This is an optimization exercise on Yosys and OpenROAD, whose aim is small area, a short achievable clock period and few clock cycles per item, not a production implementation.

Setup of trial 19:
==> module tea_iter_core, before the edit <==
module tea_iter_core (
  input  logic             clk,
  input  logic             rst,
  input  logic             in_valid,
  output logic             in_ready,
  input  logic             in_decrypt,
  input  logic [63:0]      in_v,
  input  logic [127:0]     in_k,
  output logic             out_valid,
  input  logic             out_ready,
  output logic [63:0]      out_v,
  output logic             out_decrypt
);
  localparam logic [31:0] DELTA        = 32'h9E3779B9;
  localparam logic [31:0] NEG_DELTA    = 32'h61C88647;   
  localparam logic [31:0] SUM_DEC_INIT = 32'hC6EF3720;   
  function automatic logic [31:0] add32(input logic [31:0] x, input logic [31:0] y,
                                        input logic cin);
    logic [31:0] g, p, gg, pp, gn, pn;
    g  = x & y;
    p  = x ^ y;
    gg = g;
    pp = p;
    gg[0] = g[0] | (p[0] & cin);
    for (int l = 0; l < 5; l++) begin
      gn = gg;
      pn = pp;
      for (int i = 0; i < 32; i++) begin
        if ((i >> l) & 1) begin
          gn[i] = gg[i] | (pp[i] & gg[((i >> l) << l) - 1]);
          pn[i] = pp[i] & pp[((i >> l) << l) - 1];
        end
      end
      gg = gn;
      pp = pn;
    end
    add32 = p ^ {gg[30:0], cin};
  endfunction
  logic         run_q;       
  logic         sw_q;        
  logic         fin_q;       
  logic         done_q;      
  logic         idle_q;      
  logic [31:0]  a_q, b_q, sum_q;
  logic [63:0]  kx_q, ky_q;
  logic         dec_q;
  logic         ph_q;        
  logic         in_rdy, accept;
  logic         step, last;
  logic [31:0]  f, b_step;
  assign f = add32(b_q << 4, kx_q[63:32], 1'b0) ^ add32(b_q, sum_q, 1'b0)
           ^ add32(b_q >> 5, kx_q[31:0], 1'b0);
  assign b_step = add32(a_q ^ {32{dec_q}}, f, 1'b0) ^ {32{dec_q}};
  assign step = run_q & ~sw_q;
  assign last = ph_q & (dec_q ? (sum_q[12] & sum_q[16] & sum_q[28])
                              : (sum_q[5] & ~sum_q[27]));
  assign in_rdy      = idle_q;
  assign accept      = in_valid & in_rdy;
  assign in_ready    = in_rdy & ~rst;
  assign out_valid   = done_q;
  assign out_v       = {a_q, b_q};
  assign out_decrypt = dec_q;
  always_ff @(posedge clk) begin
    if (rst) begin
      run_q  <= 1'b0;
      done_q <= 1'b0;
      idle_q <= 1'b1;
    end else if (accept) begin
      run_q  <= 1'b1;
      idle_q <= 1'b0;
    end else if (run_q) begin
      if (sw_q ? fin_q : (last & ~dec_q)) begin
        run_q  <= 1'b0;
        done_q <= 1'b1;
      end
    end else if (done_q & out_ready) begin
      done_q <= 1'b0;
      idle_q <= 1'b1;
    end
  end
  always_ff @(posedge clk) begin
    if (accept) begin
      sw_q  <= in_decrypt;
      fin_q <= 1'b0;
    end else if (run_q) begin
      if (sw_q) sw_q <= 1'b0;
      else if (last) begin
        sw_q  <= 1'b1;
        fin_q <= 1'b1;
      end
    end
  end
  always_ff @(posedge clk) begin
    if (run_q) begin
      kx_q <= ~ky_q;
      ky_q <= ~kx_q;
      if (step) ph_q <= ~ph_q;
      sum_q <= sum_q + ((dec_q ? NEG_DELTA : DELTA) & {32{step & ph_q}});
    end else begin
      kx_q  <= in_k[63:0];
      ky_q  <= ~in_k[127:64];
      ph_q  <= 1'b0;
      sum_q <= in_decrypt ? SUM_DEC_INIT : DELTA;
    end
  end
  always_ff @(posedge clk) begin
    if (run_q) begin
      a_q <= b_q;
      b_q <= sw_q ? a_q : b_step;
    end else if (accept) begin
      a_q   <= in_v[63:32];
      b_q   <= in_v[31:0];
      dec_q <= in_decrypt;
    end
  end
endmodule
clock: 12.0 ns
lec_check: 0
cap_margin: 20
core_margin: 2
core_utilization: 40
cts_buf_list: sky130_fd_sc_hd__clkbuf_16
cts_cluster_diameter: 100
cts_cluster_size: 20
slew_margin: 20
tns_end_percent: 0
standard.sh (not shown) runs the stock make flow with config.mk's settings and CLKGATE_MAP_FILE= SYNTH_SCRIPT=/design/flow/synth_recipe.tcl, a recipe that flattens the netlist after the stock synthesis.
==> flow/flow/run.sh <==
#!/bin/bash
# Layout flow: the standard flow with three changes.
# - Synthesis is the standard synthesis (synth_recipe.tcl and ORFS's
#   synth.tcl, unchanged, so the registers are the same) except that the
#   final ABC mapping uses flow/abc_tea.script: one delay-oriented &nf
#   mapping with pin permutation, instead of ORFS's five rounds of
#   restructuring, which leaves a smaller netlist at the same speed.
# - Plain buf_1 cells as the port buffers (every port is still buffered).
# - A larger setup margin for ORFS's timing repair, so that repair works
#   towards the period the design can reach instead of stopping at 12 ns.
set -euo pipefail
W=$(pwd)
sed 's|^  log_cmd abc {\*}\$abc_args$|  set abc_args [lreplace $abc_args 1 1 $::env(TEA_ABC_SCRIPT)]\n  log_cmd abc {*}$abc_args|' \
  "$FLOW_HOME/scripts/synth.tcl" > "$W/tea_synth.tcl"
grep -q TEA_ABC_SCRIPT "$W/tea_synth.tcl"
sed "s|source \$::env(SCRIPTS_DIR)/synth.tcl|source $W/tea_synth.tcl|" \
  "$W/synth_recipe.tcl" > "$W/tea_synth_recipe.tcl"
grep -q tea_synth.tcl "$W/tea_synth_recipe.tcl"
export TEA_ABC_SCRIPT="$W/flow/abc_tea.script"
bash standard.sh "BUFFER_PORTS_ARGS=-buffer_cell sky130_fd_sc_hd__buf_1" \
  SETUP_SLACK_MARGIN=7 "SYNTH_SCRIPT=$W/tea_synth_recipe.tcl" finish > standard.log 2>&1
==> flow/flow/abc_tea.script <==
&get -n
&st
&dch -f
&nf -p
&put
buffer -c
topo
stime -c
upsize -c
dnsize -c
For trial 59, these inputs were changed with respect to trial 19:
--- a/flow/design.v
+++ b/flow/design.v
@@ -92,13 +92,13 @@
   end
   always_ff @(posedge clk) begin
     if (run_q) begin
-      kx_q <= ~ky_q;
-      ky_q <= ~kx_q;
+      kx_q <= ky_q;
+      ky_q <= kx_q;
       if (step) ph_q <= ~ph_q;
       sum_q <= sum_q + ((dec_q ? NEG_DELTA : DELTA) & {32{step & ph_q}});
     end else begin
       kx_q  <= in_k[63:0];
-      ky_q  <= ~in_k[127:64];
+      ky_q  <= in_k[127:64];
       ph_q  <= 1'b0;
       sum_q <= in_decrypt ? SUM_DEC_INIT : DELTA;
     end
Results
- Post-route worst setup slack deteriorates in trial 59 relative to trial 19.
- Sequential share of layout area ended up 0.45 points lower on trial 59 than on trial 19.
- Post-placement setup slack: trial 59 vs trial 19 up 0.084 ns
- For trial 19, the cell type of the slowest stage on the worst timing path was sky130_fd_sc_hd__a2111o_1, unlike trial 59, where it was sky130_fd_sc_hd__edfxtp_1.
- Horizontal extent of the die ends up higher on trial 59.
No functional check of the RTL was part of any run of this note.

[static timing again, ports no longer ideal]
The flow's constraints put no driver on any port. The routed layouts listed below were extracted and timed again, unchanged, in two steps.
Step 1 sets driving cells, clkbuf_16 on the clock port and buf_2 on the other inputs (assumed; they add their load-dependent delay and slew).
Step 2 also shifts input and output timing later by t, the mid clock arrival at the registers, as if the neighbouring blocks saw the same clock.
Three values: ideal, step 1, step 2; two values: the first two.
| run | shift t [ns] | setup slack, ns | clock arrival spread, ns | worst slew at a driven data input, ns |
|---|---|---|---|---|
| trial 19 | 0.568 | 6.845 / 6.827 / 6.827 | 0.032 / 0.032 | 0.06 |
| trial 59 | 0.557 | 6.819 / 6.804 / 6.804 | 0.019 / 0.018 | 0.06 |
After both steps setup and hold are still met in every run listed. The setup slack of trial 19, which loses most, moves by -0.018 ns with the drivers and by -0.018 ns with both steps.
